This is an optimization exercise on Yosys and OpenROAD, whose aim is small area, a short achievable clock period and few clock cycles per item, not a production implementation.
At most, simulation tests tie the RTL to the original design; equivalence was not proved.
No functional check of the RTL was part of run 2.
No activity file was given, so power comes from the tool's default toggle rates.

$ cat flow/design.v
package pcg_pkg;
   localparam int REQ_DATA_W = 88;
   localparam int RSP_DATA_W = 64;
   localparam int CSR_ADDR_W = 4;
   localparam int CSR_DATA_W = 32;
   localparam logic [1:0] EVT_NOTE_OFF = 2'd0;
   localparam logic [1:0] EVT_NOTE_ON  = 2'd1;
   localparam logic [1:0] EVT_PITCH    = 2'd2;
   localparam logic [1:0] REG_GATE_HIGH = 2'd0;
   localparam logic [1:0] REG_GATE_LOW  = 2'd1;
   localparam logic [1:0] REG_THRESHOLD = 2'd2;
   localparam logic [16:0] GATE_HIGH_RST = 17'd4096;
   localparam logic [16:0] GATE_LOW_RST  = 17'd409;
   localparam logic [15:0] THRESHOLD_RST = 16'd41;
   localparam logic [18:0] Q_BASE      = 19'd20480;
   localparam logic [12:0] VEL_DEFAULT = 13'd3277;     
   localparam logic [12:0] VEL_FULL    = 13'd4096;
endpackage
import pcg_pkg::*;
module pcg_csr (
   input  logic                  clock,
   input  logic                  reset,
   input  logic                  csr_psel,
   input  logic                  csr_penable,
   input  logic                  csr_pwrite,
   input  logic [CSR_ADDR_W-1:0] csr_paddr,
   input  logic [CSR_DATA_W-1:0] csr_pwdata,
   output logic [CSR_DATA_W-1:0] csr_prdata,
   output logic                  csr_pready,
   output logic signed [16:0]    gate_high,
   output logic signed [16:0]    gate_low,
   output logic [15:0]           threshold
);
   logic signed [16:0] gate_high_ff;
   logic signed [16:0] gate_low_ff;
   logic [15:0]        threshold_ff;
   logic [16:0]        rd_lo_ff;
   logic               rd_hi_ff;
   logic               wr_beat;
   logic               wr_high;
   logic               wr_low;
   logic signed [16:0] wr_level;
   assign csr_pready = 1'b1;
   assign wr_beat    = csr_psel && csr_penable && csr_pwrite;
   assign wr_high    = wr_beat && csr_paddr[3:2] == REG_GATE_HIGH;
   assign wr_low     = wr_beat && csr_paddr[3:2] == REG_GATE_LOW;
   assign wr_level   = csr_pwdata[16:0];
   assign threshold  = threshold_ff;
   assign gate_high  = gate_high_ff;
   assign gate_low   = gate_low_ff;
   always_ff @(posedge clock) begin
      if (reset) begin
         gate_high_ff <= GATE_HIGH_RST;
         gate_low_ff  <= GATE_LOW_RST;
         threshold_ff <= THRESHOLD_RST;
      end else begin
         if (wr_high) begin
            gate_high_ff <= wr_level;
         end
         if (wr_low) begin
            gate_low_ff <= wr_level;
         end
         if (wr_beat && csr_paddr[3:2] == REG_THRESHOLD) begin
            threshold_ff <= csr_pwdata[15:0];
         end
      end
   end
   always_ff @(posedge clock) begin
      case (csr_paddr[3:2])
         REG_GATE_HIGH: begin
            rd_lo_ff <= gate_high_ff;
            rd_hi_ff <= gate_high_ff[16];
         end
         REG_GATE_LOW: begin
            rd_lo_ff <= gate_low_ff;
            rd_hi_ff <= gate_low_ff[16];
         end
         REG_THRESHOLD: begin
            rd_lo_ff <= {1'b0, threshold_ff};
            rd_hi_ff <= 1'b0;
         end
         default: begin
            rd_lo_ff <= '0;
            rd_hi_ff <= 1'b0;
         end
      endcase
   end
   assign csr_prdata = {{15{rd_hi_ff}}, rd_lo_ff};
endmodule
import pcg_pkg::*;
module pcg_lane_mem (
   input  logic               clock,
   input  logic               reset,
   input  logic [15:0]        rd_sel,
   output logic [6:0]         rd_note,
   output logic [19:0]        rd_t,
   output logic [15:0]        gates,
   output logic [15:0]        gates_nx,
   input  logic [15:0]        gate_set,
   input  logic [15:0]        gate_clr,
   input  logic [15:0]        note_we,
   input  logic [15:0]        t_we,
   input  logic [6:0]         wr_note,
   input  logic [19:0]        wr_t
);
   logic [15:0] gate_ff;
   logic [6:0]  note_ff [0:15];
   logic [19:0] t_ff    [0:15];
   assign gates    = gate_ff;
   assign gates_nx = (gate_ff & ~gate_clr) | gate_set;
   always_comb begin
      rd_note   = '0;
      rd_t      = '0;
      for (int i = 0; i < 16; i++) begin
         rd_note   = rd_note   | (note_ff[i] & {7{rd_sel[i]}});
         rd_t      = rd_t      | (t_ff[i] & {20{rd_sel[i]}});
      end
   end
   always_ff @(posedge clock) begin
      if (reset) begin
         gate_ff <= '0;
      end else begin
         gate_ff <= gates_nx;
      end
   end
   always_ff @(posedge clock) begin
      for (int i = 0; i < 16; i++) begin
         if (note_we[i]) begin
            note_ff[i] <= wr_note;
         end
         if (t_we[i]) begin
            t_ff[i] <= wr_t;
         end
      end
   end
endmodule
import pcg_pkg::*;
module pcg_add #(
   parameter int W = 8
) (
   input  logic [W-1:0] a,
   input  logic [W-1:0] b,
   input  logic         cin,
   output logic [W-1:0] s
);
   logic [W-1:0] p;
   logic [W-1:0] g;
   logic [W-1:0] gg;
   logic [W-1:0] pp;
   always_comb begin
      p  = a ^ b;
      g  = a & b;
      gg = g;
      pp = p;
      gg[0] = g[0] | (p[0] & cin);
      for (int l = 0; (1 << l) < W; l++) begin
         for (int i = 0; i < W; i++) begin
            if ((i >> l) & 1) begin
               gg[i] = gg[i] | (pp[i] & gg[((i >> l) << l) - 1]);
               pp[i] = pp[i] & pp[((i >> l) << l) - 1];
            end
         end
      end
      s[0] = p[0] ^ cin;
      for (int i = 1; i < W; i++) begin
         s[i] = p[i] ^ gg[i - 1];
      end
   end
endmodule
module pcg_uge #(
   parameter int W = 8
) (
   input  logic [W-1:0] a,
   input  logic [W-1:0] b,
   output logic         ge
);
   logic [W-1:0] gg;
   logic [W-1:0] pp;
   always_comb begin
      gg = a & ~b;
      pp = a | ~b;
      gg[0] = gg[0] | pp[0];
      for (int l = 0; (1 << l) < W; l++) begin
         for (int i = 0; i < W; i++) begin
            if ((i >> l) & 1) begin
               gg[i] = gg[i] | (pp[i] & gg[((i >> l) << l) - 1]);
               pp[i] = pp[i] & pp[((i >> l) << l) - 1];
            end
         end
      end
      ge = gg[W-1];
   end
endmodule
module pcg_csa #(
   parameter int W = 8
) (
   input  logic [W-1:0] a,
   input  logic [W-1:0] b,
   input  logic [W-1:0] c,
   output logic [W-1:0] s,
   output logic [W-1:0] k
);
   assign s = a ^ b ^ c;
   assign k = {(a[W-2:0] & b[W-2:0]) | (a[W-2:0] & c[W-2:0]) | (b[W-2:0] & c[W-2:0]), 1'b0};
endmodule
module pcg_nonneg3 (
   input  logic [23:0] x,
   input  logic [23:0] y,
   input  logic [23:0] z,
   output logic        nonneg
);
   logic [23:0] s;
   logic [23:0] k;
   logic [22:0] gg;
   logic [22:0] pp;
   always_comb begin
      s  = x ^ y ^ z;
      k  = {(x[22:0] & y[22:0]) | (x[22:0] & z[22:0]) | (y[22:0] & z[22:0]), 1'b1};
      gg = s[22:0] & k[22:0];
      pp = s[22:0] | k[22:0];
      gg[0] = gg[0] | pp[0];    
      for (int l = 0; (1 << l) < 23; l++) begin
         for (int i = 0; i < 23; i++) begin
            if ((i >> l) & 1) begin
               gg[i] = gg[i] | (pp[i] & gg[((i >> l) << l) - 1]);
               pp[i] = pp[i] & pp[((i >> l) << l) - 1];
            end
         end
      end
      nonneg = !(s[23] ^ k[23] ^ gg[22]);
   end
endmodule
module pcg_velocity_pre (
   input  logic [17:0] vel_t,       
   output logic [12:0] hi_s,
   output logic [12:0] hi_k,
   output logic        c6
);
   logic [18:0] s1, k1, s2, k2, s3, k3;
   logic        no_c6;
   pcg_csa #(.W(19)) u_v1 (.a(19'(vel_t) << 1), .b(19'(vel_t >> 3)), .c(19'(vel_t >> 7)),
                           .s(s1), .k(k1));
   pcg_csa #(.W(19)) u_v2 (.a(s1), .b(k1), .c(19'(vel_t >> 11)), .s(s2), .k(k2));
   pcg_csa #(.W(19)) u_v3 (.a(s2), .b(k2), .c(19'd38), .s(s3), .k(k3));
   pcg_uge #(.W(6)) u_c6 (.a(~k3[5:0]), .b(s3[5:0]), .ge(no_c6));
   assign c6   = !no_c6;
   assign hi_s = s3[18:6];
   assign hi_k = k3[18:6];
endmodule
module pcg_velocity (
   input  logic [12:0] hi_s,
   input  logic [12:0] hi_k,
   input  logic        c6,
   input  logic [1:0]  vel_sel,     
   output logic [12:0] velocity
);
   logic [12:0] quot;
   pcg_add #(.W(13)) u_hi (.a(hi_s), .b(hi_k), .cin(c6), .s(quot));
   always_comb begin
      case (vel_sel)
         2'd0:    velocity = quot;
         2'd1:    velocity = VEL_DEFAULT;
         2'd2:    velocity = 13'd0;
         default: velocity = VEL_FULL;
      endcase
   end
endmodule
module pcg_note_calc (
   input  logic signed [21:0] a,           
   input  logic [6:0]         rec_note,    
   input  logic signed [21:0] rec_a,       
   input  logic [15:0]        threshold,
   output logic [6:0]         note,        
   output logic signed [21:0] new_offset,  
   output logic signed [21:0] held_offset, 
   output logic               send_pitch   
);
   logic [9:0]  hi;
   logic        neg;
   logic        clamp_hi;
   logic [9:0]  hi_m127;
   logic [6:0]  hi_r;
   logic [9:0]  held_hi;
   logic        lo_ok;
   logic        hi_ok;
   assign hi       = a[21:12];
   assign neg      = a[21];
   assign clamp_hi = !neg && ((hi[9:7] != 3'd0) || (hi[6:0] == 7'd127 && a[11]));
   pcg_add #(.W(10)) u_hi_m127 (.a(hi), .b(10'h381), .cin(1'b0), .s(hi_m127));
   pcg_add #(.W(7))  u_hi_r    (.a(hi[6:0]), .b(7'd0), .cin(a[11]), .s(hi_r));
   always_comb begin
      if (neg) begin
         note       = 7'd0;
         new_offset = a;
      end else if (clamp_hi) begin
         note       = 7'd127;
         new_offset = {hi_m127, a[11:0]};
      end else begin
         note       = hi_r;
         new_offset = {{10{a[11]}}, a[11:0]};
      end
   end
   pcg_add #(.W(10)) u_held (.a(hi), .b(~{3'd0, rec_note}), .cin(1'b1), .s(held_hi));
   assign held_offset = {held_hi, a[11:0]};
   pcg_nonneg3 u_lo (
      .x      ({{2{a[21]}}, a}),
      .y      (~{8'd0, threshold}),
      .z      (~{{2{rec_a[21]}}, rec_a}),
      .nonneg (lo_ok)
   );
   pcg_nonneg3 u_hi (
      .x      ({{2{rec_a[21]}}, rec_a}),
      .y      (~{{2{a[21]}}, a}),
      .z      (~{8'd0, threshold}),
      .nonneg (hi_ok)
   );
   assign send_pitch = lo_ok || hi_ok;
endmodule
import pcg_pkg::*;
module pcg_event_out (
   input  logic                  clock,
   input  logic                  reset,
   input  logic                  push,      
   input  logic [1:0]            e_kind,
   input  logic [3:0]            e_lane,
   input  logic [6:0]            e_note,
   input  logic [12:0]           e_vel,
   input  logic [21:0]           e_off,
   input  logic [15:0]           e_time,
   input  logic                  e_last,
   input  logic                  e_on,      
   output logic                  skid_busy,
   output logic                  skid_busy_nx,
   output logic                  rsp_tvalid,
   input  logic                  rsp_tready,
   output logic [RSP_DATA_W-1:0] rsp_tdata,
   output logic [1:0]            rsp_tuser,
   output logic                  rsp_tlast
);
   localparam int EW = 66;
   logic          o_valid_ff;
   logic          o_on_ff;
   logic [1:0]    o_kind_ff;
   logic [3:0]    o_lane_ff;
   logic [6:0]    o_note_ff;
   logic [12:0]   o_vel_ff;
   logic [21:0]   o_off_ff;
   logic [15:0]   o_time_ff;
   logic          o_last_ff;
   logic          s_valid_ff;
   logic [EW-1:0] s_ff;
   logic [EW-1:0] e_bus;
   logic [EW-1:0] o_src;
   logic          o_free;
   assign e_bus  = {e_on, e_last, e_kind, e_lane, e_note, e_vel, e_off, e_time};
   assign o_free = !o_valid_ff || (rsp_tready && !o_on_ff);
   assign o_src  = s_valid_ff ? s_ff : e_bus;
   assign skid_busy    = s_valid_ff;
   assign skid_busy_nx = s_valid_ff ? !o_free : (push && !o_free);
   always_ff @(posedge clock) begin
      if (reset) begin
         o_valid_ff <= 1'b0;
         o_on_ff    <= 1'b0;
         s_valid_ff <= 1'b0;
      end else begin
         if (o_on_ff) begin
            if (rsp_tready) begin
               o_on_ff <= 1'b0;
            end
         end else if (o_free) begin
            o_valid_ff <= s_valid_ff || push;
            o_on_ff    <= o_src[EW-1] && (s_valid_ff || push);
         end
         s_valid_ff <= skid_busy_nx;
      end
   end
   always_ff @(posedge clock) begin
      if (o_on_ff) begin
         if (rsp_tready) begin
            o_kind_ff <= EVT_PITCH;
            o_vel_ff  <= '0;
            o_last_ff <= 1'b1;
         end
      end else if (o_free) begin
         {o_last_ff, o_kind_ff, o_lane_ff, o_note_ff, o_vel_ff, o_off_ff, o_time_ff} <= o_src[EW-2:0];
         o_last_ff <= o_src[EW-2] && !o_src[EW-1];
      end
      if (!s_valid_ff) begin
         s_ff <= e_bus;
      end
   end
   assign rsp_tvalid = o_valid_ff;
   assign rsp_tuser  = o_kind_ff;
   assign rsp_tlast  = o_last_ff;
   assign rsp_tdata  = {2'd0, o_time_ff, o_off_ff & {22{!o_on_ff}}, o_vel_ff, o_note_ff, o_lane_ff};
endmodule
import pcg_pkg::*;
module poly_cv_gate_to_note_events (
   input  logic                  clock,
   input  logic                  reset,
   input  logic                  req_tvalid,
   output logic                  req_tready,
   input  logic [REQ_DATA_W-1:0] req_tdata,
   input  logic [0:0]            req_tuser,    
   output logic                  rsp_tvalid,
   input  logic                  rsp_tready,
   output logic [RSP_DATA_W-1:0] rsp_tdata,
   output logic [1:0]            rsp_tuser,    
   output logic                  rsp_tlast,
   input  logic                  csr_psel,
   input  logic                  csr_penable,
   input  logic                  csr_pwrite,
   input  logic [CSR_ADDR_W-1:0] csr_paddr,
   input  logic [CSR_DATA_W-1:0] csr_pwdata,
   output logic [CSR_DATA_W-1:0] csr_prdata,
   output logic                  csr_pready
);
   logic signed [16:0] gate_high;
   logic signed [16:0] gate_low;
   logic [15:0]        threshold;
   logic               rdy_ff;         
   logic               a_valid_ff;
   logic               a_reset_ff;
   logic [3:0]         a_lane_ff;
   logic [4:0]         a_req_ff;       
   logic signed [16:0] a_gate_ff;
   logic               a_ge;           
   logic               a_le;           
   logic signed [16:0] a_pitch_ff;
   logic signed [6:0]  a_m_ff;         
   logic [17:0]        a_vt_ff;        
   logic [1:0]         a_vsel_ff;
   logic [15:0]        a_time_ff;
   logic               b_valid_ff;
   logic               b_simple_ff;    
   logic               b_final_ff;     
   logic               it_reset_ff;    
   logic [15:0]        it_sel_ff;      
   logic [15:0]        it_pend_ff;     
   logic               it_use_ff;      
   logic               it_ge_ff;       
   logic               it_le_ff;       
   logic signed [19:0] it_t_ff;        
   logic [12:0]        it_vhs_ff;      
   logic [12:0]        it_vhk_ff;
   logic               it_vc_ff;
   logic [1:0]         it_vsel_ff;
   logic               noev_ff;        
   logic               fire_ff;        
   logic               done_ff;        
   logic               bfree_ff;       
   logic [15:0]        it_time_ff;
   logic               rec_gate_ff;    
   logic [6:0]         rec_note_ff;
   logic signed [19:0] rec_t_ff;
   logic [4:0]         lanes_ff;       
   logic signed [16:0] in_gate;
   logic signed [16:0] in_vl;
   logic [4:0]         in_count;
   logic [17:0]        in_vt;
   logic               a_lane0;
   logic [15:0]        a_sel;
   logic               a_simple;
   logic [19:0]        a_t_s, a_t_k, a_t;
   logic [12:0]        a_vhs;
   logic [12:0]        a_vhk;
   logic               a_vc;
   logic [15:0]        a_pend;
   logic [12:0]        c_vel;
   logic [6:0]         mem_note;
   logic [19:0]        mem_t;
   logic [15:0]        walk_sel;
   logic [6:0]         walk_note;
   logic [15:0]        rd_sel;
   logic [15:0]        gates;
   logic [15:0]        gates_nx;
   logic [15:0]        gate_set;
   logic [15:0]        gate_clr;
   logic [15:0]        note_we;
   logic [15:0]        t_we;
   logic               note_wr;
   logic               t_wr;
   logic [6:0]         c_note;
   logic signed [21:0] c_new_off;
   logic signed [21:0] c_held_off;
   logic               c_send;
   logic [15:0]        pending;
   logic               walk_any;
   logic               walk_single;
   logic [3:0]         walk_lane;
   logic [3:0]         it_lane;
   logic               step;           
   logic               fire;
   logic               b_done;
   logic               a_move;
   logic               a_valid_nx;
   logic               b_valid_nx;
   logic               b_final_nx;
   logic               step_nx;
   logic               wphase;         
   logic               bfree_nx;
   logic               noev_nx;
   logic               fire_nx;
   logic               a_use;
   logic               a_gate;
   logic               rise, fall, held;
   logic               s_event;
   logic               skid_busy;
   logic               skid_busy_nx;
   logic               push;
   logic [1:0]         e_kind;
   logic [3:0]         e_lane;
   logic [6:0]         e_note;
   logic [12:0]        e_vel;
   logic [21:0]        e_off;
   logic               e_last;
   logic               e_on;
   pcg_csr u_csr (
      .clock       (clock),
      .reset       (reset),
      .csr_psel    (csr_psel),
      .csr_penable (csr_penable),
      .csr_pwrite  (csr_pwrite),
      .csr_paddr   (csr_paddr),
      .csr_pwdata  (csr_pwdata),
      .csr_prdata  (csr_prdata),
      .csr_pready  (csr_pready),
      .gate_high   (gate_high),
      .gate_low    (gate_low),
      .threshold   (threshold)
   );
   pcg_lane_mem u_lane_mem (
      .clock     (clock),
      .reset     (reset),
      .rd_sel    (rd_sel),
      .rd_note   (mem_note),
      .rd_t      (mem_t),
      .gates     (gates),
      .gates_nx  (gates_nx),
      .gate_set  (gate_set),
      .gate_clr  (gate_clr),
      .note_we   (note_we),
      .t_we      (t_we),
      .wr_note   (c_note),
      .wr_t      (it_t_ff)
   );
   pcg_velocity_pre u_velocity_pre (
      .vel_t (a_vt_ff),
      .hi_s  (a_vhs),
      .hi_k  (a_vhk),
      .c6    (a_vc)
   );
   pcg_velocity u_velocity (
      .hi_s     (it_vhs_ff),
      .hi_k     (it_vhk_ff),
      .c6       (it_vc_ff),
      .vel_sel  (it_vsel_ff),
      .velocity (c_vel)
   );
   pcg_note_calc u_note_calc (
      .a           ({it_t_ff, 2'b00}),
      .rec_note    (rec_note_ff),
      .rec_a       ({rec_t_ff, 2'b00}),
      .threshold   (threshold),
      .note        (c_note),
      .new_offset  (c_new_off),
      .held_offset (c_held_off),
      .send_pitch  (c_send)
   );
   pcg_event_out u_event_out (
      .clock        (clock),
      .reset        (reset),
      .push         (push),
      .e_kind       (e_kind),
      .e_lane       (e_lane),
      .e_note       (e_note),
      .e_vel        (e_vel),
      .e_off        (e_off),
      .e_time       (it_time_ff),
      .e_last       (e_last),
      .e_on         (e_on),
      .skid_busy    (skid_busy),
      .skid_busy_nx (skid_busy_nx),
      .rsp_tvalid   (rsp_tvalid),
      .rsp_tready   (rsp_tready),
      .rsp_tdata    (rsp_tdata),
      .rsp_tuser    (rsp_tuser),
      .rsp_tlast    (rsp_tlast)
   );
   assign req_tready = rdy_ff;
   assign in_count = req_tdata[8:4];
   assign in_gate  = req_tdata[25:9];
   assign in_vl    = req_tdata[64:48];
   pcg_add #(.W(18)) u_in_vt (.a(18'(in_vl[15:0])), .b(18'(in_vl[15:0]) << 1), .cin(1'b0), .s(in_vt));
   always_ff @(posedge clock) begin
      if (rdy_ff) begin
         a_reset_ff <= req_tuser[0];
         a_lane_ff  <= req_tdata[3:0];
         if (in_count == 5'd0) begin
            a_req_ff <= 5'd1;
         end else if (in_count > 5'd16) begin
            a_req_ff <= 5'd16;
         end else begin
            a_req_ff <= in_count;
         end
         a_gate_ff  <= in_gate;
         a_pitch_ff <= req_tdata[42:26];
         a_m_ff     <= 7'sd15 + 7'($signed(req_tdata[47:43])) + (7'($signed(req_tdata[47:43])) <<< 1);
         a_vt_ff    <= in_vt;
         if (!req_tdata[65]) begin
            a_vsel_ff <= 2'd1;
         end else if (in_vl[16] || in_vl == 17'd0) begin
            a_vsel_ff <= 2'd2;
         end else if (in_vl >= 17'sd40955) begin
            a_vsel_ff <= 2'd3;
         end else begin
            a_vsel_ff <= 2'd0;
         end
         a_time_ff  <= req_tdata[81:66];
      end
   end
   pcg_uge #(.W(17)) u_ge (.a(a_gate_ff ^ 17'h10000), .b(gate_high ^ 17'h10000), .ge(a_ge));
   pcg_uge #(.W(17)) u_le (.a(gate_low ^ 17'h10000), .b(a_gate_ff ^ 17'h10000), .ge(a_le));
   assign a_lane0  = (a_lane_ff == 4'd0);
   assign a_sel    = 16'(1) << a_lane_ff;
   assign a_simple = (a_pend == 16'd0);
   pcg_csa #(.W(20)) u_a_csa (
      .a (20'(a_pitch_ff)),
      .b (20'(a_pitch_ff) << 1),
      .c (20'(a_m_ff) << 12),
      .s (a_t_s),
      .k (a_t_k)
   );
   pcg_add #(.W(20)) u_a_add (.a(a_t_s), .b(a_t_k), .cin(1'b0), .s(a_t));
   assign wphase = !(b_simple_ff || b_final_ff);
   assign step   = !wphase;
   assign fire   = fire_ff;
   assign b_done = done_ff;
   assign a_move = a_valid_ff && bfree_ff;
   assign a_use  = !a_reset_ff && (a_lane0 || {1'b0, a_lane_ff} < lanes_ff);
   assign a_gate = |(gates_nx & a_sel);
   always_comb begin
      a_valid_nx = rdy_ff ? req_tvalid : a_valid_ff;
      b_valid_nx = a_move || (b_valid_ff && !b_done);
      if (bfree_ff) begin
         b_final_nx = 1'b0;
         step_nx    = a_simple;
         noev_nx    = !a_use || (!a_gate && !a_ge);
      end else begin
         noev_nx    = noev_ff;
         b_final_nx = b_final_ff
                      || (b_valid_ff && wphase && (!walk_any || (fire && walk_single)));
         step_nx    = b_simple_ff || b_final_nx;
      end
      fire_nx  = b_valid_nx && (!skid_busy_nx || (noev_nx && step_nx));
      bfree_nx = !b_valid_nx || (fire_nx && step_nx);
   end
   always_ff @(posedge clock) begin
      if (reset) begin
         rdy_ff     <= 1'b1;
         a_valid_ff <= 1'b0;
         b_valid_ff <= 1'b0;
         b_final_ff <= 1'b0;
         fire_ff    <= 1'b0;
         noev_ff    <= 1'b0;
         done_ff    <= 1'b0;
         bfree_ff   <= 1'b1;
         lanes_ff   <= 5'd1;
      end else begin
         rdy_ff     <= !a_valid_nx || bfree_nx;
         a_valid_ff <= a_valid_nx;
         b_valid_ff <= b_valid_nx;
         b_final_ff <= b_final_nx;
         fire_ff    <= fire_nx;
         done_ff    <= fire_nx && step_nx;
         noev_ff    <= noev_nx;
         bfree_ff   <= bfree_nx;
         if (a_move) begin
            if (a_reset_ff) begin
               lanes_ff <= 5'd1;
            end else if (a_lane0) begin
               lanes_ff <= a_req_ff;
            end
         end
      end
   end
   always_comb begin
      for (int i = 0; i < 16; i++) begin
         a_pend[i] = gates_nx[i] && (a_reset_ff || (a_lane0 && 5'(i) >= a_req_ff));
      end
   end
   always_ff @(posedge clock) begin
      if (bfree_ff) begin
         b_simple_ff <= a_simple;
         it_reset_ff <= a_reset_ff;
         it_sel_ff   <= a_sel;
         it_pend_ff  <= a_pend;
         it_use_ff   <= a_use;
         it_ge_ff    <= a_ge;
         it_le_ff    <= a_le;
         it_t_ff     <= a_t;
         it_vhs_ff   <= a_vhs;
         it_vhk_ff   <= a_vhk;
         it_vc_ff    <= a_vc;
         it_vsel_ff  <= a_vsel_ff;
         it_time_ff  <= a_time_ff;
         rec_gate_ff <= a_gate;
         rec_note_ff <= (note_wr && |(it_sel_ff & a_sel)) ? c_note : mem_note;
         rec_t_ff    <= (t_wr && |(it_sel_ff & a_sel)) ? it_t_ff : mem_t;
      end else if (fire && wphase) begin
         it_pend_ff  <= it_pend_ff & ~walk_sel;
      end
   end
   assign pending   = it_pend_ff;
   assign rd_sel    = (b_valid_ff && wphase) ? walk_sel : a_sel;
   assign walk_note = mem_note;
   assign walk_any = |pending;
   always_comb begin
      walk_sel  = '0;
      walk_lane = '0;
      for (int i = 15; i >= 0; i--) begin
         if (pending[i]) begin
            walk_sel  = 16'(1) << i;
            walk_lane = 4'(i);
         end
      end
   end
   assign walk_single = (pending & ~walk_sel) == 16'd0;
   always_comb begin
      it_lane = '0;
      for (int i = 0; i < 16; i++) begin
         it_lane = it_lane | (4'(i) & {4{it_sel_ff[i]}});
      end
   end
   assign rise    = it_use_ff && !rec_gate_ff && it_ge_ff;
   assign fall    = it_use_ff && rec_gate_ff && it_le_ff;
   assign held    = it_use_ff && rec_gate_ff && !it_le_ff && c_send;
   assign s_event = rise || fall || held;
   assign note_wr = b_done && rise;
   assign t_wr    = b_done && (rise || held);
   always_comb begin
      push     = 1'b0;
      e_kind   = EVT_NOTE_OFF;
      e_lane   = it_lane;
      e_note   = rec_note_ff;
      e_vel    = '0;
      e_off    = '0;
      e_last   = 1'b1;
      e_on     = 1'b0;
      gate_set = '0;
      gate_clr = '0;
      if (wphase) begin
         push   = fire && walk_any;
         e_lane = walk_lane;
         e_note = walk_note;
         e_last = walk_single && (it_reset_ff || !s_event);
         if (fire) begin
            gate_clr = walk_sel;
         end
      end else begin
         push = fire && s_event;
         if (rise) begin
            e_kind = EVT_NOTE_ON;
            e_note = c_note;
            e_vel  = c_vel;
            e_off  = c_new_off;
            e_on   = 1'b1;
         end else if (!fall) begin
            e_kind = EVT_PITCH;
            e_off  = c_held_off;
         end
         if (fire) begin
            gate_set = rise ? it_sel_ff : 16'd0;
            gate_clr = fall ? it_sel_ff : 16'd0;
         end
      end
   end
   assign note_we = note_wr ? it_sel_ff : 16'd0;
   assign t_we    = t_wr ? it_sel_ff : 16'd0;
endmodule
$ cat flow/run.sh
#!/bin/bash
# synth_recipe.tcl (not shown) runs the flow's synth.tcl, then flattens the netlist and writes it again
# the make line also repeats each setting of config.mk as NAME=value (left out here)
make -C /OpenROAD-flow-scripts/flow DESIGN_CONFIG=/design/flow/config.mk WORK_HOME=/design/flow/orfs CLKGATE_MAP_FILE= SYNTH_SCRIPT=/design/flow/synth_recipe.tcl finish
$ cat flow/config.mk
export PLATFORM = sky130hd
export DESIGN_NAME = poly_cv_gate_to_note_events
export DESIGN_NICKNAME = poly_cv_gate_to_note_events
export VERILOG_FILES = /design/flow/design.v
export SDC_FILE = /design/flow/constraint.sdc
export NUM_CORES = 4
export LEC_CHECK = 0
export CAP_MARGIN = 20
export CORE_MARGIN = 2
export CORE_UTILIZATION = 40
export CTS_CLUSTER_DIAMETER = 100
export CTS_CLUSTER_SIZE = 25
export SETUP_SLACK_MARGIN = 5
export SLEW_MARGIN = 20
$ cat flow/constraint.sdc
create_clock -name core_clock -period 10.0 [get_ports {clock}]
set_input_delay 2.0000 -clock core_clock [delete_from_list [all_inputs] [get_ports {clock}]]
set_output_delay 2.0000 -clock core_clock [all_outputs]
set_load 0.01 [all_outputs]
==> flow_metrics.py, run 1 <==
metrics = {
    "die": {
        "fp.dieW_um": 314,
        "initial_core_util": 0.403,
        "row_count": 113,
        "die_area_um2": 98300,
        "ios": 234,
        "die_h_um": 314,
        "coreArea_um2": 95000,
    },
    "clock_network": {
        "numCtsBuffers": 42,
        "h-tree-depth": 2,
        "clockBufferDepth": 3,
        "clockRootBuffer": "clkbuf_16",
        "clock_latency_ns": 0.62,
        "clk_pin_slew_worst_paths_ns": 0.09,
        "postCtsHoldBufs": 0,
        "clock_sinks": 879,
        "cts_tree": "done",
    },
    "yosys": {
        "ys_ff_latch": 879,
        "yosysWarnings": 16,
        "netlist_area_um2": 38300,
        "synth_flop_cell": "edfxtp_1",
        "ys_seq_area_frac": 0.645,
        "synthCells": 2899,
        "avgSynthCellArea_um2": 13.2,
        "synth_edf_count": 713,
        "synth.distinct_cells": 88,
        "synthArstFlopShare": 0,
    },
    "sta": {
        "layout_worst_path_cycle_share": 0.487,
        "tns_ns": 0,
        "clock_skew_ns": 0.0234,
        "layout_min_cycle_time_ns": 4.87,
        "relSlewSlack": 0.236,
        "rsz0062_at_grt": "no",
        "finalHoldViolCount": 0,
        "setup_violations": 0,
        "final-max-slew-violation-count": 0,
        "fmaxAchievable_mhz": 205,
        "worstMarginPinSlew_ns": 1.14,
    },
    "routing": {
        "wirelength_um": 102000,
        "ant_nets": 0,
        "vias_per_cell": 5.61,
        "wire_per_inst_um": 23.3,
        "drtIter0Drc": 2385,
        "dr.pass1.iters": 6,
        "vias": 24500,
        "drc": 0,
    },
    "power": {
        "power_frac_seq": 0.541,
        "peakVddDrop_mv": 0.129,
        "switching_share": 0.293,
        "p_clk_frac": 0.232,
        "switchingPower_w": 0.00253,
        "power.density_nw_per_um2": 199,
        "p_int_w": 0.00610,
        "combPwrFrac": 0.228,
        "p_total_w": 0.00863,
        "leakage_nw": 15.7,
    },
    "run_status": {
        "status": "timing/DRC/antenna clean",
    },
    "final_layout": {
        "layout_commonest_cell": "edfxtp_1",
        "layout-drive-gt1-share": 0.0567,
        "most-common-layout-cells": "edfxtp_1, nand2_1, clkdlybuf4s50_1",
        "fillers": 8510,
        "area_growth_syn_to_layout_pct": 13.0,
        "final_nets": 3407,
    },
    "placed_design": {
        "place_congestion": 0.936,
        "detailed_place_hpwl_um": 69500,
        "io_buffers": 207,
    },
    "worst_setup_path": {
        "cp-start-kind": "input port",
        "critPathArrivalTime_ns": 5.23,
        "slowest_stage": "clkdlybuf4s50_1",
        "cp_max_fo": 5,
        "cpLargestDelayFamily": "compound AO/OA/AOI/OAI gates",
        "r2r_start": "it_t_ff[9]$_DFFE_PP_",
        "cp-startpoint": "req_tdata[50]",
        "critPathMaxStageDelay_ns": 0.54,
        "cp.depth": 14,
        "endpoint_kind": "flip-flop",
        "crit_chain": "clkdlybuf4s50_1 -> inv_1 -> ha_1 -> nor2b_1 -> o21ai_0 -> a21boi_0 -> o21a_1 -> o41a_1 -> a41o_1 -> o211a_1 -> o21a_1 -> o21ai_0 -> nand2b_1 -> ha_1",
        "rrSetupSlack_ns": 5.40,
        "reg2reg_depth": 11,
        "critPathRequiredTime_ns": 10.36,
        "cp_num_buf_inv": 2,
        "crit_type": "in -> reg",
    },
    "global_routing": {
        "grt_pass1_vias": 24700,
        "grt_max_degree": 81,
        "track_usage": 0.203,
        "antenna_found_initial": 1,
        "grt_overflow_total": 0,
        "grt_pass1_wl_um": 152000,
    },
    "hold_path": {
        "min_path_cells": 0,
        "hold_class": "reg -> reg",
        "min-delay-start": "a_vsel_ff[0]$_SDFFCE_PN1P_",
    },
    "flow_run": {
        "drv_cap": 0,
    },
}
## synth_stat cells, types with 21 or more instances
library cell | number | area (um2)
ha_1 | 140 | 1750
clkbuf_1 | 102 | 383
a22oi_1 | 98 | 736
a21oi_1 | 156 | 781
nor2_1 | 110 | 413
nand2_1 | 291 | 1090
buf_4 | 23 | 173
fa_1 | 64 | 1280
nor2b_1 | 40 | 250
dfxtp_1 | 166 | 3320
nand2b_1 | 28 | 175
and2_1 | 41 | 257
a221oi_1 | 25 | 219
nor3_1 | 39 | 195
and3_1 | 24 | 150
maj3_1 | 21 | 210
xnor2_1 | 22 | 193
a222oi_1 | 56 | 561
nand3_1 | 68 | 340
inv_1 | 174 | 653
mux2i_1 | 49 | 490
edfxtp_1 | 713 | 21400
o21ai_0 | 89 | 445
nand4_1 | 36 | 225
## flip-flops by register name, summed over array words and instances (netlist names), 16 cells and up
signal                 count
u_event_out.o_time_ff     16
a_time_ff                 16
u_csr.threshold_ff        16
a_pitch_ff                17
u_lane_mem.gate_ff        16
it_pend_ff                16
a_gate_ff                 17
u_lane_mem.note_ff       112
u_event_out.s_ff          66
u_csr.rd_lo_ff            17
u_csr.gate_low_ff         17
u_csr.gate_high_ff        17
u_lane_mem.t_ff          320
a_vt_ff                   18
rec_t_ff                  20
it_time_ff                16
it_t_ff                   20
it_sel_ff                 16
u_event_out.o_off_ff      22
## kinds of logic (layout without fill, tap and decap cells)
group,after synthesis,count (layout),share of synthesized area
buffers and inverters,312,517,0.0335
xor gates and xnor gates,35,35,0.00800
DFF,879,879,0.645
muxes,68,68,0.0184
and+or+nand+nor,731,731,0.0917
AOI/OAI and AO/OA,647,647,0.118
adders and majority gates,225,225,0.0846
other,2,4,0.000196
## worst reg2reg max path: cells and delay by family, from the launching register on
family | cells | cell delay, ns
flops | 1 | 0.33
fa+ha+maj | 1 | 0.56
simple gates | 3 | 0.91
compound gates | 5 | 1.99
buf+inv | 2 | 0.43
## metal layers
metal  track usage  share of wire
met4        0.0596          0.029
met1         0.268           0.41
met5             0              0
met3        0.0337          0.069
met2         0.345           0.49
## power groups by stage
stage	registers, W	logic, W	clock network (W)
2_1_floorplan	0.00476	0.00111	0
3_3_place_gp	0.00474	0.00190	0
3_5_place_dp	0.00475	0.00196	0
4_1_cts	0.00467	0.00197	0.00205
5_1_grt	0.00470	0.00219	0.00217
6_report	0.00466	0.00196	0.00200
## stage by stage
step	util	instances	hold WS [ns]	setup slack, ns	area, um2
final	0.456	4371	0.428	5.13	43300
after global routing	0.456	4370	0.430	5.02	43300
after CTS	0.455	4364	0.428	5.13	43200
after detailed placement	0.441	4286	0.405	4.51	41900
after global placement	0.441	4286	0.403	4.51	41900
after floorplan	-	2900	0.400	5.41	38300
## final timing paths
kind,end
max reg2reg,u_lane_mem.t_ff[7][16]$_DFFE_PP_
max,a_vt_ff[16]$_DFFE_PP_
min reg2reg,it_vsel_ff[0]$_DFFE_PP_
min,it_vsel_ff[0]$_DFFE_PP_
## final cells by class
cell class	instances	area [um2]	area share
Sequential cell	879	24700	0.571
Multi-Input combinational cell	1709	12500	0.288
Timing Repair Buffer	265	2570	0.0592
Tap cell	1265	1580	0.0365
Clock buffer	70	1210	0.0279
Inverter	174	653	0.0151
Clock inverter	8	85.1	0.00196
Antenna cell	1	2.50	0.0000578
## timing repair
action	in CTS	in global routing
setup endpoints to repair	120	126
gates cloned	0	0
setup buffers	0	3
gates resized for setup	6	0
Testbench counts, summed over its fixed seeds: cycles 34,101, items 32,000.
==> inputs of run 2 (changes only) <==
--- a/flow/design.v
+++ b/flow/design.v
@@ -437,9 +437,9 @@
    logic               it_reset_ff;    
    logic [15:0]        it_sel_ff;      
    logic [15:0]        it_pend_ff;     
-   logic               it_use_ff;      
-   logic               it_ge_ff;       
-   logic               it_le_ff;       
+   logic               it_rise_ff;     
+   logic               it_fall_ff;     
+   logic               it_hold_ff;     
    logic signed [19:0] it_t_ff;        
    logic [12:0]        it_vhs_ff;      
    logic [12:0]        it_vhk_ff;
@@ -450,7 +450,6 @@
    logic               done_ff;        
    logic               bfree_ff;       
    logic [15:0]        it_time_ff;
-   logic               rec_gate_ff;    
    logic [6:0]         rec_note_ff;
    logic signed [19:0] rec_t_ff;
    logic [4:0]         lanes_ff;       
@@ -645,7 +644,7 @@
       if (bfree_ff) begin
          b_final_nx = 1'b0;
          step_nx    = a_simple;
-         noev_nx    = !a_use || (!a_gate && !a_ge);
+         noev_nx    = !(a_use && (a_gate || a_ge));
       end else begin
          noev_nx    = noev_ff;
          b_final_nx = b_final_ff
@@ -695,16 +694,15 @@
          it_reset_ff <= a_reset_ff;
          it_sel_ff   <= a_sel;
          it_pend_ff  <= a_pend;
-         it_use_ff   <= a_use;
-         it_ge_ff    <= a_ge;
-         it_le_ff    <= a_le;
+         it_rise_ff  <= a_use && !a_gate && a_ge;
+         it_fall_ff  <= a_use && a_gate && a_le;
+         it_hold_ff  <= a_use && a_gate && !a_le;
          it_t_ff     <= a_t;
          it_vhs_ff   <= a_vhs;
          it_vhk_ff   <= a_vhk;
          it_vc_ff    <= a_vc;
          it_vsel_ff  <= a_vsel_ff;
          it_time_ff  <= a_time_ff;
-         rec_gate_ff <= a_gate;
          rec_note_ff <= (note_wr && |(it_sel_ff & a_sel)) ? c_note : mem_note;
          rec_t_ff    <= (t_wr && |(it_sel_ff & a_sel)) ? it_t_ff : mem_t;
       end else if (fire && wphase) begin
@@ -732,9 +730,9 @@
          it_lane = it_lane | (4'(i) & {4{it_sel_ff[i]}});
       end
    end
-   assign rise    = it_use_ff && !rec_gate_ff && it_ge_ff;
-   assign fall    = it_use_ff && rec_gate_ff && it_le_ff;
-   assign held    = it_use_ff && rec_gate_ff && !it_le_ff && c_send;
+   assign rise    = it_rise_ff;
+   assign fall    = it_fall_ff;
+   assign held    = it_hold_ff && c_send;
    assign s_event = rise || fall || held;
    assign note_wr = b_done && rise;
    assign t_wr    = b_done && (rise || held);
==> flow/flow/run.sh (new file) <==
#!/bin/bash
# Layout flow: the standard layout (standard.sh, with its synthesis
# unchanged), run with timing repair aimed below the clock period, small
# plain buffers on the ports (resized by repair where timing needs it) and
# larger clock-tree sink clusters. Each tool's output goes to a log file here.
set -euo pipefail
export SETUP_SLACK_MARGIN=6.15
export BUFFER_PORTS_ARGS="-buffer_cell sky130_fd_sc_hd__buf_1"
export CTS_CLUSTER_SIZE=25
export CTS_CLUSTER_DIAMETER=100
bash standard.sh > standard_flow.log 2>&1
==> flow/standard.sh (new file) <==
#!/bin/bash
# synth_recipe.tcl (not shown) runs the flow's synth.tcl, then flattens the netlist and writes it again
# the make line also repeats each setting of config.mk as NAME=value (left out here)
make -C /OpenROAD-flow-scripts/flow DESIGN_CONFIG=/design/flow/config.mk WORK_HOME=/design/flow/orfs CLKGATE_MAP_FILE= SYNTH_SCRIPT=/design/flow/synth_recipe.tcl "${@:-finish}"
--- a/flow/config.mk
+++ b/flow/config.mk
@@ -8,7 +8,4 @@
 export CAP_MARGIN = 20
 export CORE_MARGIN = 2
 export CORE_UTILIZATION = 40
-export CTS_CLUSTER_DIAMETER = 100
-export CTS_CLUSTER_SIZE = 25
-export SETUP_SLACK_MARGIN = 5
 export SLEW_MARGIN = 20
removed: flow/run.sh
==> run 2 against run 1 <==
Still clean; combinational power barely moved; clock power barely moved; maximum frequency rose by 28%; die area rose by 0.96%; sequential power fell by 1%; highest routed layer unchanged.
==> flow_metrics.py, run 2 <==
metrics = {
    "worst_setup_path": {
        "cp-start-kind": "input port",
        "reg2reg_depth": 9,
        "critPathArrivalTime_ns": 4.21,
        "endpoint_kind": "flip-flop",
        "critPathMaxStageDelay_ns": 0.33,
        "crit_chain": "buf_12 -> inv_12 -> ha_4 -> nor2b_2 -> o21ai_2 -> a21boi_2 -> o41ai_4 -> buf_4 -> buf_6 -> buf_6 -> buf_6 -> buf_6 -> buf_6 -> buf_6 -> buf_6 -> nand2b_4 -> fa_2 -> xor2_1",
        "cpLargestDelayFamily": "buffers and inverters",
        "cp_max_fo": 4,
        "cp.depth": 18,
        "path_common_cell": "buf_6",
        "cp_num_buf_inv": 10,
        "slowest_stage": "fa_2",
        "crit_type": "in -> reg",
        "critPathRequiredTime_ns": 10.40,
    },
    "power": {
        "power_frac_seq": 0.537,
        "combPwrFrac": 0.229,
        "leakage_nw": 15.6,
        "p_total_w": 0.00859,
        "power.density_nw_per_um2": 199,
        "switching_share": 0.296,
        "switchingPower_w": 0.00254,
        "p_int_w": 0.00604,
        "p_clk_frac": 0.234,
        "peakVddDrop_mv": 0.114,
    },
    "placed_design": {
        "io_buffers": 207,
        "detailed_place_hpwl_um": 66600,
        "place_congestion": 0.878,
    },
    "global_routing": {
        "grt_pass1_vias": 23900,
        "antenna_found_initial": 1,
        "grt_max_degree": 70,
        "grt_overflow_total": 0,
        "grt_pass1_wl_um": 151000,
        "track_usage": 0.201,
    },
    "yosys": {
        "avgSynthCellArea_um2": 13.0,
        "ys_seq_area_frac": 0.638,
        "ys_ff_latch": 878,
        "muxShareOfSynthArea": 0.0191,
        "synth_common_cells": "edfxtp_1, nand2_1, inv_1",
        "synth-compound-area-share": 0.116,
        "netlist_area_um2": 38700,
        "synthCells": 2968,
        "yosysMostFrequentCell": "edfxtp_1",
        "synth_edf_count": 712,
        "synth_top_family_by_area": "compound AO/OA/AOI/OAI gates",
        "synthArstFlopShare": 0,
        "yosys.area_share.adder": 0.0815,
        "synth-simple-area-share": 0.104,
        "yosysWarnings": 16,
        "synth_flop_cell": "edfxtp_1",
        "synthTopCellsByArea": "edfxtp_1, dfxtp_1, ha_1",
        "synth_top_area_frac": 0.552,
        "yosysTopAreaCell": "edfxtp_1",
        "synth.distinct_cells": 94,
        "synth-xor-area-share": 0.00882,
    },
    "die": {
        "row_count": 114,
        "ios": 234,
        "coreArea_um2": 96300,
        "die_area_um2": 99300,
        "fp.dieW_um": 315,
        "initial_core_util": 0.402,
        "die_h_um": 315,
    },
    "sta": {
        "rsz0062_at_grt": "yes",
        "worstMarginPinSlew_ns": 1.05,
        "fmaxAchievable_mhz": 262,
        "layout_worst_path_cycle_share": 0.382,
        "tns_ns": 0,
        "relSlewSlack": 0.296,
        "clock_skew_ns": 0.0272,
        "finalHoldViolCount": 0,
        "layout_min_cycle_time_ns": 3.82,
        "setup_violations": 0,
        "final-max-slew-violation-count": 0,
    },
    "final_layout": {
        "area_growth_syn_to_layout_pct": 11.3,
        "layout-drive-gt1-share": 0.0832,
        "layout_commonest_cell": "edfxtp_1",
        "top_register": "u_lane_mem.t_ff",
        "fillers": 8786,
        "most-common-layout-cells": "edfxtp_1, nand2_1, buf_1",
        "final_nets": 3513,
        "top_regs": "u_lane_mem.t_ff: 320 flops, u_lane_mem.note_ff: 112 flops, u_event_out.s_ff: 66 flops",
        "largest_reg_flops": 320,
    },
    "hold_path": {
        "hold_class": "reg -> reg",
        "min_path_cells": 0,
    },
    "routing": {
        "drtIter0Drc": 2777,
        "vias": 25000,
        "wirelength_um": 102000,
        "wire_per_inst_um": 22.7,
        "vias_per_cell": 5.56,
        "drc": 0,
        "ant_nets": 0,
        "dr.pass1.iters": 8,
    },
    "clock_network": {
        "clk_pin_slew_worst_paths_ns": 0.10,
        "cts_tree": "done",
        "h-tree-depth": 2,
        "postCtsHoldBufs": 0,
        "clock_sinks": 878,
        "clockRootBuffer": "clkbuf_16",
        "numCtsBuffers": 42,
        "clockBufferDepth": 3,
        "clock_latency_ns": 0.65,
    },
    "flow_run": {
        "drv_cap": 0,
    },
    "run_status": {
        "status": "timing/DRC/antenna clean",
    },
}
[run 2: cell types whose count changed after synthesis, moves of 10 or more]
cell | before | now
nand2_1 | 291 | 341
nor2b_1 | 40 | 61
a222oi_1 | 56 | 80
a31oi_1 | 14 | 24
a22oi_1 | 98 | 46
clkbuf_1 | 102 | 115
nor2_1 | 110 | 134
a21oi_1 | 156 | 115
nand3_1 | 68 | 41
[run 2: metrics by stage]
stage / hold WS (ns) / worst slack (ns) / std cells / instance area (um2) / utilization
after floorplan: 0.400 / 5.55 / 2969 / 38800 / -
final: 0.424 / 6.18 / 4486 / 43100 / 0.447
after CTS: 0.429 / 6.11 / 4471 / 42800 / 0.444
after detailed placement: 0.406 / 4.85 / 4352 / 41000 / 0.426
after global routing: 0.430 / 6.13 / 4486 / 43100 / 0.447
after global placement: 0.400 / 4.87 / 4352 / 41000 / 0.426
[run 2: cell type report]
type | instances | area [um2] | area share
Sequential cell | 878 | 24700 | 0.574
Tap cell | 1276 | 1600 | 0.0371
Antenna cell | 1 | 2.50 | 0.0000581
Clock inverter | 8 | 114 | 0.00264
Inverter | 168 | 643 | 0.0149
Clock buffer | 68 | 1180 | 0.0275
Multi-Input combinational cell | 1779 | 13100 | 0.305
Timing Repair Buffer | 308 | 1680 | 0.0391
[run 2: worst paths after layout]
kind	to	from	slack (ns)
setup reg to reg	fire_ff$_SDFF_PP0_	it_pend_ff[6]$_DFFE_PP_	6.29
hold reg to reg	it_vsel_ff[1]$_DFFE_PP_	a_vsel_ff[1]$_SDFFCE_PN0P_	0.42
setup / recovery	a_vt_ff[9]$_DFFE_PP_	req_tdata[50]	6.18
hold / removal	it_vsel_ff[1]$_DFFE_PP_	a_vsel_ff[1]$_SDFFCE_PN0P_	0.42
[run 2: what timing repair did]
item                       4_1_cts  5_1_grt
pin swaps                       11        6
gates resized for setup         37       35
setup endpoints to repair      359      350
gates cloned                     1        3
setup buffers                   42       10
[run 2: cells by family (layout without fill, tap and decap cells)]
kind of cell / count (synthesis) / after routing
AO/OA/AOI/OAI: 614 / 615
XOR/XNOR: 39 / 39
adder cells (fa/ha/maj): 216 / 216
buffers and inverters: 315 / 552
flip-flops: 878 / 878
multiplexers: 70 / 70
other: 2 / 4
AND/OR/NAND/NOR: 834 / 836
[run 2: per-layer routing]
layer	wire length [um]	track usage	up-vias	part of all wire
met1	44800	0.285	12500	0.44
met5	0	0	-	0
met2	48600	0.329	852	0.48
li1	-	-	11500	-
met3	6220	0.0255	122	0.061
met4	2370	0.0456	0	0.023
[run 2: power by group through the flow]
| stage | Clock, W | Combinational, W | Sequential, W |
|---|---|---|---|
| 3_5_place_dp | 0 | 0.00168 | 0.00483 |
| 4_1_cts | 0.00205 | 0.00191 | 0.00463 |
| 2_1_floorplan | 0 | 0.00109 | 0.00473 |
| 6_report | 0.00201 | 0.00197 | 0.00461 |
| 5_1_grt | 0.00217 | 0.00220 | 0.00464 |
| 3_3_place_gp | 0 | 0.00166 | 0.00482 |
==> inputs of run 3 (changes only) <==
--- a/flow/design.v
+++ b/flow/design.v
@@ -34,8 +34,6 @@
    logic signed [16:0] gate_high_ff;
    logic signed [16:0] gate_low_ff;
    logic [15:0]        threshold_ff;
-   logic [16:0]        rd_lo_ff;
-   logic               rd_hi_ff;
    logic               wr_beat;
    logic               wr_high;
    logic               wr_low;
@@ -65,27 +63,14 @@
          end
       end
    end
-   always_ff @(posedge clock) begin
+   always_comb begin
       case (csr_paddr[3:2])
-         REG_GATE_HIGH: begin
-            rd_lo_ff <= gate_high_ff;
-            rd_hi_ff <= gate_high_ff[16];
-         end
-         REG_GATE_LOW: begin
-            rd_lo_ff <= gate_low_ff;
-            rd_hi_ff <= gate_low_ff[16];
-         end
-         REG_THRESHOLD: begin
-            rd_lo_ff <= {1'b0, threshold_ff};
-            rd_hi_ff <= 1'b0;
-         end
-         default: begin
-            rd_lo_ff <= '0;
-            rd_hi_ff <= 1'b0;
-         end
+         REG_GATE_HIGH: csr_prdata = {{15{gate_high_ff[16]}}, gate_high_ff};
+         REG_GATE_LOW:  csr_prdata = {{15{gate_low_ff[16]}}, gate_low_ff};
+         REG_THRESHOLD: csr_prdata = {16'd0, threshold_ff};
+         default:       csr_prdata = '0;
       endcase
    end
-   assign csr_prdata = {{15{rd_hi_ff}}, rd_lo_ff};
 endmodule
 import pcg_pkg::*;
 module pcg_lane_mem (
@@ -437,9 +422,9 @@
    logic               it_reset_ff;    
    logic [15:0]        it_sel_ff;      
    logic [15:0]        it_pend_ff;     
-   logic               it_rise_ff;     
-   logic               it_fall_ff;     
-   logic               it_hold_ff;     
+   logic               it_use_ff;      
+   logic               it_ge_ff;       
+   logic               it_le_ff;       
    logic signed [19:0] it_t_ff;        
    logic [12:0]        it_vhs_ff;      
    logic [12:0]        it_vhk_ff;
@@ -450,6 +435,7 @@
    logic               done_ff;        
    logic               bfree_ff;       
    logic [15:0]        it_time_ff;
+   logic               rec_gate_ff;    
    logic [6:0]         rec_note_ff;
    logic signed [19:0] rec_t_ff;
    logic [4:0]         lanes_ff;       
@@ -644,7 +630,7 @@
       if (bfree_ff) begin
          b_final_nx = 1'b0;
          step_nx    = a_simple;
-         noev_nx    = !(a_use && (a_gate || a_ge));
+         noev_nx    = !a_use || (!a_gate && !a_ge);
       end else begin
          noev_nx    = noev_ff;
          b_final_nx = b_final_ff
@@ -694,15 +680,16 @@
          it_reset_ff <= a_reset_ff;
          it_sel_ff   <= a_sel;
          it_pend_ff  <= a_pend;
-         it_rise_ff  <= a_use && !a_gate && a_ge;
-         it_fall_ff  <= a_use && a_gate && a_le;
-         it_hold_ff  <= a_use && a_gate && !a_le;
+         it_use_ff   <= a_use;
+         it_ge_ff    <= a_ge;
+         it_le_ff    <= a_le;
          it_t_ff     <= a_t;
          it_vhs_ff   <= a_vhs;
          it_vhk_ff   <= a_vhk;
          it_vc_ff    <= a_vc;
          it_vsel_ff  <= a_vsel_ff;
          it_time_ff  <= a_time_ff;
+         rec_gate_ff <= a_gate;
          rec_note_ff <= (note_wr && |(it_sel_ff & a_sel)) ? c_note : mem_note;
          rec_t_ff    <= (t_wr && |(it_sel_ff & a_sel)) ? it_t_ff : mem_t;
       end else if (fire && wphase) begin
@@ -730,9 +717,9 @@
          it_lane = it_lane | (4'(i) & {4{it_sel_ff[i]}});
       end
    end
-   assign rise    = it_rise_ff;
-   assign fall    = it_fall_ff;
-   assign held    = it_hold_ff && c_send;
+   assign rise    = it_use_ff && !rec_gate_ff && it_ge_ff;
+   assign fall    = it_use_ff && rec_gate_ff && it_le_ff;
+   assign held    = it_use_ff && rec_gate_ff && !it_le_ff && c_send;
    assign s_event = rise || fall || held;
    assign note_wr = b_done && rise;
    assign t_wr    = b_done && (rise || held);
--- a/flow/flow/run.sh
+++ b/flow/flow/run.sh
@@ -4,7 +4,7 @@
 # plain buffers on the ports (resized by repair where timing needs it) and
 # larger clock-tree sink clusters. Each tool's output goes to a log file here.
 set -euo pipefail
-export SETUP_SLACK_MARGIN=6.15
+export SETUP_SLACK_MARGIN=5.6
 export BUFFER_PORTS_ARGS="-buffer_cell sky130_fd_sc_hd__buf_1"
 export CTS_CLUSTER_SIZE=25
 export CTS_CLUSTER_DIAMETER=100
==> run 3 against run 2 <==
Sequential share of layout area grew 0.25 points; clock skew grew 0.0088 ns; core utilization grew 0.53 points; synthesized cell count shrank 3.5%; maximum frequency shrank 23%; largest power group unchanged; via count shrank 2.9%; combinational power shrank 7%; cell area shrank 1.8%; clock power shrank 3%; total power shrank 2.4%; wire length shrank 5.2%; critical path depth shrank 10.
==> flow_metrics.py, run 3 <==
metrics = {
    "clock_network": {
        "clk_pin_slew_worst_paths_ns": 0.10,
        "postCtsHoldBufs": 0,
        "clock_sinks": 861,
        "cts_tree": "done",
        "h-tree-depth": 2,
        "clockRootBuffer": "clkbuf_16",
        "clock_latency_ns": 0.63,
        "numCtsBuffers": 41,
        "clockBufferDepth": 3,
    },
    "power": {
        "switchingPower_w": 0.00249,
        "peakVddDrop_mv": 0.116,
        "switching_share": 0.297,
        "p_clk_frac": 0.231,
        "combPwrFrac": 0.220,
        "power_frac_seq": 0.548,
        "power.density_nw_per_um2": 198,
        "leakage_nw": 15.3,
        "p_int_w": 0.00589,
    },
    "yosys": {
        "synth_top_area_frac": 0.567,
        "synthCells": 2864,
        "synth_top_family_by_area": "compound AO/OA/AOI/OAI gates",
        "yosysWarnings": 16,
        "yosys.area_share.adder": 0.0859,
        "synth.distinct_cells": 83,
        "synthTopCellsByArea": "edfxtp_1, dfxtp_1, ha_1",
        "synth-simple-area-share": 0.0960,
        "avgSynthCellArea_um2": 13.2,
        "synthArstFlopShare": 0,
        "muxShareOfSynthArea": 0.0187,
        "synth_flop_cell": "edfxtp_1",
        "synth_edf_count": 713,
        "ys_ff_latch": 861,
        "synth-xor-area-share": 0.00881,
        "synth_common_cells": "edfxtp_1, nand2_1, inv_1",
        "netlist_area_um2": 37800,
        "ys_seq_area_frac": 0.645,
        "yosysTopAreaCell": "edfxtp_1",
        "yosysMostFrequentCell": "edfxtp_1",
        "synth-compound-area-share": 0.113,
    },
    "sta": {
        "layout_worst_path_cycle_share": 0.496,
        "clock_skew_ns": 0.0360,
        "relSlewSlack": 0.250,
        "worst_slack_ns": 5.04,
        "fmaxAchievable_mhz": 201,
        "rsz0062_at_grt": "yes",
        "tns_ns": 0,
        "finalHoldViolCount": 0,
        "worstMarginPinSlew_ns": 1.12,
        "setup_violations": 0,
        "layout_min_cycle_time_ns": 4.96,
        "final-max-slew-violation-count": 0,
    },
    "final_layout": {
        "final_nets": 3409,
        "layout_commonest_cell": "edfxtp_1",
        "layout-drive-gt1-share": 0.104,
        "area_growth_syn_to_layout_pct": 12.0,
        "largest_reg_flops": 320,
        "top_register": "u_lane_mem.t_ff",
        "fin_area_um2": 42300,
        "seq_area_um2": 24400,
        "fillers": 8481,
        "top_regs": "u_lane_mem.t_ff: 320 flops, u_lane_mem.note_ff: 112 flops, u_event_out.s_ff: 66 flops",
        "multi_input_area_um2": 12700,
        "most-common-layout-cells": "edfxtp_1, nand2_1, buf_1",
        "fin_util": 0.453,
        "fin_cells": 4360,
    },
    "placed_design": {
        "dp_slack_ns": 4.17,
        "io_buffers": 207,
        "place_congestion": 0.909,
        "dp.cells": 4243,
        "placedInstanceArea_um2": 40100,
        "detailed_place_hpwl_um": 63800,
    },
    "worst_setup_path": {
        "critPathRequiredTime_ns": 8.00,
        "crit_type": "in -> out",
        "critPathArrivalTime_ns": 2.96,
        "endpoint_kind": "output port",
        "critPathMaxStageDelay_ns": 0.16,
        "cp_num_buf_inv": 5,
        "cp-start-kind": "input port",
        "slowest_stage": "nor2b_4",
        "crit_chain": "buf_12 -> buf_12 -> nor2b_4 -> buf_6 -> buf_6 -> nand2_1 -> o21ai_2 -> buf_2",
        "cp_max_fo": 7,
        "cpLargestDelayFamily": "buffers and inverters",
    },
    "routing": {
        "wirelength_um": 96700,
        "vias": 24200,
        "highest_layer": "met5",
        "wl_met3_um": 6650,
        "dr_wl_met2_um": 45100,
        "drc": 0,
        "vias_per_cell": 5.56,
        "drtIter0Drc": 2838,
        "ant_nets": 0,
        "dr.pass1.iters": 8,
        "wire_per_inst_um": 22.2,
        "wl_met1_um": 42900,
    },
    "die": {
        "ios": 234,
        "row_count": 112,
        "fp.dieW_um": 311,
        "die_h_um": 311,
        "die_area_um2": 96900,
        "initial_core_util": 0.404,
        "coreArea_um2": 93500,
    },
    "global_routing": {
        "antenna_found_initial": 4,
        "grt_overflow_total": 0,
        "grt_max_degree": 73,
        "grt_pass1_vias": 23200,
        "track_usage": 0.192,
        "grt_pass1_wl_um": 143000,
    },
    "run_status": {
        "status": "timing/DRC/antenna clean",
    },
    "hold_path": {
        "hold_class": "reg -> reg",
    },
    "flow_run": {
        "drv_cap": 0,
    },
}
run 3: worst reg2reg max path: stages (launching register included):
cell and delay (ns):
edfxtp_1 0.51, fa_1 0.53, o21ai_0 0.13, maj3_1 0.39, maj3_1 0.39, o21ai_1 0.23, a21oi_1 0.12, o21ai_0 0.25
nand3_1 0.15, xnor2_1 0.19, o211ai_4 0.22, buf_12 0.17, buf_4 0.15, and3_1 0.17, buf_6 0.26
run 3: final timing paths:
| check | cells after the start | startpoint | endpoint | slack, ns |
|---|---|---|---|---|
| worst max-delay path | 8 | csr_paddr[3] | csr_prdata[4] | 5.04 |
| worst min-delay path | 0 | a_time_ff[14]$_DFFE_PP_ | it_time_ff[14]$_DFFE_PP_ | 0.43 |
| worst max register to register | 14 | it_t_ff[0]$_DFFE_PP_ | u_lane_mem.t_ff[3][19]$_DFFE_PP_ | 5.81 |
| worst min register to register | 0 | a_time_ff[14]$_DFFE_PP_ | it_time_ff[14]$_DFFE_PP_ | 0.43 |
run 3: area by class of cell:
| type | instances | share of cell area |
|---|---|---|
| Tap cell | 1254 | 0.0371 |
| Inverter | 168 | 0.0152 |
| Multi-Input combinational cell | 1705 | 0.300 |
| Timing Repair Buffer | 296 | 0.0421 |
| Sequential cell | 861 | 0.576 |
| Clock inverter | 9 | 0.00210 |
| Clock buffer | 66 | 0.0270 |
| Antenna cell | 1 | 0.0000592 |
run 3: repair_timing:
item | in CTS | in global routing
setup buffers | 23 | 13
pin swaps | 4 | 3
endpoints found under the setup margin | 381 | 381
gates cloned | 5 | 0
resized for setup | 104 | 39
run 3: metrics by stage:
| step | total power [W] | hold slack [ns] |
|---|---|---|
| floorplan | 0.00574 | 0.400 |
| global placement | 0.00640 | 0.402 |
| detailed placement | 0.00643 | 0.406 |
| CTS | 0.00840 | 0.425 |
| global route | 0.00879 | 0.437 |
| finish | 0.00838 | 0.429 |
run 3: logic make-up (layout without fill, tap and decap cells):
kind of cell               after synthesis  count (layout)
xor gates and xnor gates                38              38
muxes                                   65              65
other                                    2               4
buffers and inverters                  300             539
AOI/OAI and AO/OA                      604             604
DFF                                    861             861
adders and majority gates              225             225
and+or+nand+nor                        769             770
run 3: power groups by stage:
| stage | Sequential [W] | Clock, W | Combinational (W) |
|---|---|---|---|
| after global routing | 0.00463 | 0.00210 | 0.00207 |
| final | 0.00459 | 0.00194 | 0.00184 |
| after floorplan | 0.00467 | 0 | 0.00107 |
| after global placement | 0.00471 | 0 | 0.00170 |
| after CTS | 0.00461 | 0.00199 | 0.00180 |
| after detailed placement | 0.00471 | 0 | 0.00172 |
run 3: per-layer routing:
metal | up-vias | GRT usage
met2 | 898 | 0.314
met3 | 112 | 0.0239
met5 | - | 0
met4 | 2 | 0.0462
li1 | 11200 | -
met1 | 12000 | 0.273
Testbench counts of run 3, summed over its fixed seeds: cycles 34,101, items 32,000.

==> what the ideal ports hide <==
Ports are ideal in the flow. The routed layouts listed here were re-timed in OpenROAD.
Step 1 assumes that a clkbuf_16 drives the clock port and a buf_2 every other input.
Step 2 adds t to the input delays and takes it off the output delays; t is the mean of the earliest and latest rising clock arrival at the registers after step 1. Input paths then give back, and output paths get back, about the clock's delay inside the block.
Three values: no drivers, after step 1, after step 2; two values: the first two.
| run | t (ns) | setup slack, ns | hold WS [ns] | slew at the worst register clock pin (ns) | pins driven straight from the clock port |
|---|---|---|---|---|---|
| run 1 | 0.677 | 5.128 / 5.169 / 4.491 | 0.428 / 0.428 / 0.428 | 0.11 / 0.11 | 1 |
| run 2 | 0.704 | 6.181 / 6.182 / 5.478 | 0.424 / 0.424 / 0.424 | 0.11 / 0.11 | 1 |
| run 3 | 0.679 | 5.036 / 4.988 / 4.988 | 0.429 / 0.429 / 0.429 | 0.11 / 0.11 | 1 |
After both steps every run listed still meets setup and hold. The setup slack of run 2, which loses most, moves by +0.001 ns with the drivers and by -0.703 ns with both steps.
